This is an optimization exercise on Yosys and OpenROAD, whose aim is small area, not a production implementation. Only simulation tests tie the RTL to the original design; equivalence was not proved.

[flow/config.mk]
export PLATFORM = sky130hd
export DESIGN_NAME = regfile_sb
export DESIGN_NICKNAME = regfile_sb
export VERILOG_FILES = /design/flow/design.v
export SDC_FILE = /design/flow/constraint.sdc
export NUM_CORES = 4
export LEC_CHECK = 0
export CAP_MARGIN = 20
export CORE_MARGIN = 2
export CORE_UTILIZATION = 40
export SLEW_MARGIN = 20
[flow/run.sh]
#!/bin/bash
# synth_recipe.tcl (not shown) runs the flow's synth.tcl, then flattens the netlist and writes it again
# the make line also repeats each setting of config.mk as NAME=value (left out here)
make -C /OpenROAD-flow-scripts/flow DESIGN_CONFIG=/design/flow/config.mk WORK_HOME=/design/flow/orfs CLKGATE_MAP_FILE= SYNTH_SCRIPT=/design/flow/synth_recipe.tcl finish
[flow/design.v]
module regfile_sb #(
  parameter int unsigned DATA_W = 32,
  parameter int unsigned ADDR_W = 5,
  parameter int unsigned BYPASS = 1
) (
  input  logic                Clk,
  input  logic                Rst_n,
  input  logic                WE,
  input  logic [ADDR_W-1:0]   Rw,
  input  logic [DATA_W/8-1:0] WBE,
  input  logic [DATA_W-1:0]   busW,
  input  logic [ADDR_W-1:0]   Ra,
  input  logic [ADDR_W-1:0]   Rb,
  output logic [DATA_W-1:0]   busA,
  output logic [DATA_W-1:0]   busB,
  output logic                RdyA,
  output logic                RdyB,
  input  logic                Issue,
  input  logic [ADDR_W-1:0]   Rd,
  output logic [ADDR_W:0]     PendCnt
);
  localparam int unsigned DEPTH = 1 << ADDR_W;
  localparam int unsigned NLANE = DATA_W / 8;
  localparam logic        BYP   = (BYPASS != 0);
  logic [DATA_W-1:0] regs [DEPTH];
  logic [DEPTH-1:0]  pend;
  logic [DEPTH-1:0]  pendNext;
  logic [ADDR_W:0]   pendCntNext;
  logic [DATA_W-1:0] laneMask;
  logic              wrEn;
  logic              bypA;
  logic              bypB;
  for (genvar g = 0; g < NLANE; g++) begin : gLane
    assign laneMask[8*g +: 8] = {8{WBE[g]}};
  end
  assign wrEn = WE && (Rw != '0);
  always_comb begin
    pendNext = pend;
    if (wrEn) pendNext[Rw] = 1'b0;
    if (Issue && (Rd != '0)) pendNext[Rd] = 1'b1;
    pendNext[0] = 1'b0;
    pendCntNext = '0;
    for (int unsigned i = 0; i < DEPTH; i++) begin
      pendCntNext = pendCntNext + {{ADDR_W{1'b0}}, pendNext[i[ADDR_W-1:0]]};
    end
  end
  always_ff @(posedge Clk) begin
    if (!Rst_n) begin
      for (int unsigned i = 0; i < DEPTH; i++) begin
        regs[i[ADDR_W-1:0]] <= '0;
      end
      pend    <= '0;
      PendCnt <= '0;
    end else begin
      if (wrEn) regs[Rw] <= (busW & laneMask) | (regs[Rw] & ~laneMask);
      pend    <= pendNext;
      PendCnt <= pendCntNext;
    end
  end
  always_comb begin
    bypA = BYP && Rst_n && wrEn && (Rw == Ra);
    bypB = BYP && Rst_n && wrEn && (Rw == Rb);
    busA = '0;
    busB = '0;
    if (Ra != '0) busA = bypA ? ((busW & laneMask) | (regs[Ra] & ~laneMask)) : regs[Ra];
    if (Rb != '0) busB = bypB ? ((busW & laneMask) | (regs[Rb] & ~laneMask)) : regs[Rb];
    RdyA = bypA || !pend[Ra];
    RdyB = bypB || !pend[Rb];
  end
endmodule
[flow/constraint.sdc]
create_clock -name core_clock -period 8.0 [get_ports {Clk}]
set_input_delay 1.6000 -clock core_clock [delete_from_list [all_inputs] [get_ports {Clk}]]
set_output_delay 1.6000 -clock core_clock [all_outputs]
set_load 0.01 [all_outputs]
==> out/results.ini <==
[drt]
vias=52900
drt-total-wl_um=302000
drc_errors=0
antenna_left=0
wire_per_inst_um=42.8
dr.pass1.iters=9
via_per_inst=7.49
drt_iter0_markers=11800

[global_routing]
grt_pass1_wl_um=406000
grt_max_degree=77
overflow=0
antenna_found_initial=22
first_global_vias=49900
grt_usage=0.361

[worst_setup_path]
critPathTopFamily=adder cells
startpoint_type=primary input
cp.arrival_ns=8.16
rr_worst_depth=18
ff2ff_setup_slack_ns=2.66
cpMostUsedCell=fa_1
r2r-start=pend[6]
path_cells=clkdlybuf4s50_1 > inv_1 > ha_1 > nor3b_1 > ha_1 > or3b_2 > nor2_1 > a22oi_1 > fa_1 > fa_1 > fa_1 > fa_1 > fa_1 > fa_1 > inv_1 > fa_1 > fa_2 > a21o_1 > a21oi_1 > xnor2_1 > and2_1
crit_path_max_incr_delay_ns=0.57
end_kind=register
path_depth=21
path_class=primary input to register
reg2reg_to=PendCnt[4]
required_ns=8.65
cp-startpoint=Rd[1]
endpoint=PendCnt[4]
cp_slowest_cell=fa_1
crit_fanout=3
path_buf_inv=3

[yosys]
synthAdderAreaFrac=0.0104
yosys.area.top_type=edfxtp_1
synthXorXnorAreaFrac=0.00256
synth_area_per_cell_sq_um=13.6
synth-edff-count=1024
synthFlopType=edfxtp_1
synth.distinct_cells=73
synth-seq-cells=1061
synth_simple_gate_area_frac=0.115
synth_top_area_share=0.474
netlist_area_sq_um=64900
ys_warn_count=1
ys_async_sr_fraction=0
synth_top_family_by_area=multiplexers
syn_inst=4784
synth_area_leaders=edfxtp_1 47%, mux4_2 26%, nor2_1 3.8%, nor3_1 3.7%, a22oi_1 2.6%
synth_mux_area_frac=0.281
ys_seq_area_frac=0.485
synth_compound_area_frac=0.0643
syn_nets=4884

[power_and_ir_drop]
total_power_mw=14.6
p_leak_nw=24.9
seqPwrFrac=0.442
switching_share=0.287
comb_power_share=0.173
power_density_nw_per_um2=199
ir_worst_vdd_v=0.000203
clkPwrFrac=0.385
switchingPower_mw=4.18
intPower_mw=10.4

[cells_and_area]
stdcell_count=7057
area_growth_syn_to_layout_pct=12.9
fin_area_sq_um=73200
nFillCells=14300
fin_nets=4880
layout-drive-gt1-share=0.286

[hold_path]
hp-class=register to register

[place]
io_buffers=131
dp_hpwl_um=174000
dp.cells=6813
place_ws_ns=-0.243
gp_congestion=0.972
placement.cell_area_sq_um=69300

[clocking]
cts_max_level=3
clkSlewWorstSetupHoldPaths_ns=0.05
cts_setup_buffers=0
cts_tree=built
cts_resized=0
clockRootBuffer=clkbuf_16
clockBufferDepth=3
clk_latency_ns=0.81
cts.sinks=1061
hold_buffers=0
cts_made_buffers=119

[floorplanning]
row_count=147
io_pins=132
die_area_sq_um=166000
initial_utilization=0.403
fp.dieW_um=407
die_h_um=407
core_sq_um=161000

[timing]
slew_headroom=0.150
worst_slack_ns=0.499
max_freq_mhz=133
grt_setup_unrepaired=no
setup_violations=0
post-route-period-util=0.938
hold_viol=0
worst_slew_pin_slew_ns=1.27
period_minus_slack_ns=7.50
drv_slew=0
fin_worst_skew_ns=0.0590

[run_status]
status=timing/DRC/antenna clean

[run]
cap_violations=0

[kinds of logic after synthesis]
| logic type | Yosys count |
|---|---|
| compound gates | 551 |
| xor+xnor | 19 |
| fa+ha+maj | 40 |
| buf+inv | 598 |
| flops | 1061 |
| mux | 880 |
| simple gates | 1635 |
[layout by cell type, fill, tap and decap left out, types with 19 or more instances in the layout]
cell type        count
edfxtp_1          1024
mux4_2             755
nor2_1             641
nor3_1             480
buf_4              278
a22oi_1            226
nand2_1            126
nand3_1            126
clkbuf_16          121
mux2i_1            119
clkdlybuf4s50_1    113
o21ai_0             81
a21oi_1             54
nand2_2             48
dfxtp_1             37
inv_1               37
nor2b_1             37
clkbuf_1            29
clkinv_2            29
a22o_1              27
clkinv_1            27
and2_1              26
fa_1                22
and3_1              21
nand4_1             21
buf_12              19
[sequential cells by signal (all words and copies together), names as in the netlist]
name / flops
PendCnt: 6
regs: 1024
pend: 31
[worst min path at each step]
stage / cells after the start / startpoint / end / slack, ns
3_5_place_dp: 2 / pend[25] / pend[25] / 0.67
3_3_place_gp: 2 / pend[15] / pend[15] / 0.67
5_1_grt: 2 / pend[15] / pend[15] / 0.72
4_1_cts: 2 / pend[25] / pend[25] / 0.69
2_1_floorplan: 2 / pend[15] / pend[15] / 0.52
6_report: 2 / pend[25] / pend[25] / 0.69
[per-stage QoR]
| stage | util | hold slack, ns | TNS [ns] |
|---|---|---|---|
| 2_1_floorplan | - | 0.522 | 0 |
| 3_3_place_gp | 0.430 | 0.668 | -0.421 |
| 3_5_place_dp | 0.430 | 0.665 | -0.331 |
| 4_1_cts | 0.454 | 0.691 | 0 |
| 5_1_grt | 0.455 | 0.724 | 0 |
| 6_report | 0.455 | 0.686 | 0 |
[layout make-up]
| cell class | instances | area [sq um] | share of cell area |
|---|---|---|---|
| clock buffers | 152 | 3160 | 0.0432 |
| well taps | 2160 | 2700 | 0.0369 |
| multi-input cells | 3125 | 31200 | 0.426 |
| diodes | 15 | 37.5 | 0.000512 |
| clock inverters | 71 | 688 | 0.00940 |
| repair buffers | 429 | 3800 | 0.0519 |
| flip-flops and latches | 1061 | 31500 | 0.430 |
| inverters | 44 | 165 | 0.00225 |
[per-layer routing]
metal  global-route usage  routed length (um)
met1                0.442               96500
met2                0.504              124000
met3                0.172               55600
met4                0.240               25500
met5               0.0146                 575
[cells in the mapped netlist, drive strengths merged, types with 13 or more instances]
cell type and instances:
mux4 755, nand4 21, clkbuf 303, inv 40, nor3b 16, fa 23, edfxtp 1024, nand2b 15
a21oi 60, ha 17, dfxtp 37, nor3 484, o31ai 13, mux2i 119, xor2 13, a22o 27
nor2b 50, buf 251, a22oi 226, nor2 650, and3 22, and2 27, a221oi 17, o21ai 81
nand2 191, a311oi 14, nand3 126, o22ai 19
[worst reg2reg max path, cell delays in order (launching register included)]
cell and delay [ns]:
dfxtp_1 0.34, o21ai_0 0.10, o21ai_0 0.19, fa_1 0.56, inv_1 0.06, fa_1 0.50, inv_1 0.05, fa_1 0.51
inv_1 0.06, fa_1 0.52, fa_1 0.43, fa_1 0.49, inv_1 0.05, fa_1 0.41, fa_2 0.40, a21o_1 0.18
a21oi_1 0.16, xnor2_1 0.07, and2_1 0.14
[power groups by stage]
stage | sequential, mW | combinational, mW | clock [mW]
2_1_floorplan | 6.50 | 1.44 | 0
3_3_place_gp | 6.53 | 2.38 | 0
3_5_place_dp | 6.55 | 2.39 | 0
4_1_cts | 6.43 | 2.40 | 5.58
5_1_grt | 6.46 | 2.54 | 5.77
6_report | 6.44 | 2.52 | 5.61

==> afterwards: timing with drivers on the ports <==
The flow's constraints put no driver on any port. The routed layout listed below was extracted and timed again, unchanged, in two steps.
Step 1: set_driving_cell puts a clkbuf_16 on Clk and a buf_2 on each other input, an assumption about the parent block.
Step 2 times the ports against the registers' clock, not the clock port: input delays grow and output delays shrink by t, the midpoint of the rising clock arrivals with the driver on.
Slacks: ideal / step 1 / step 2; pairs: ideal / step 1.
t, ns: 0.871
setup WS [ns]: 0.499 / 0.570 / -0.300
worst register clock-pin slew, ns: 0.07 / 0.07
With both steps, setup timing fails in this run, where it was met with ideal ports. The setup slack of this run moves by +0.071 ns with the drivers and by -0.799 ns with both steps.
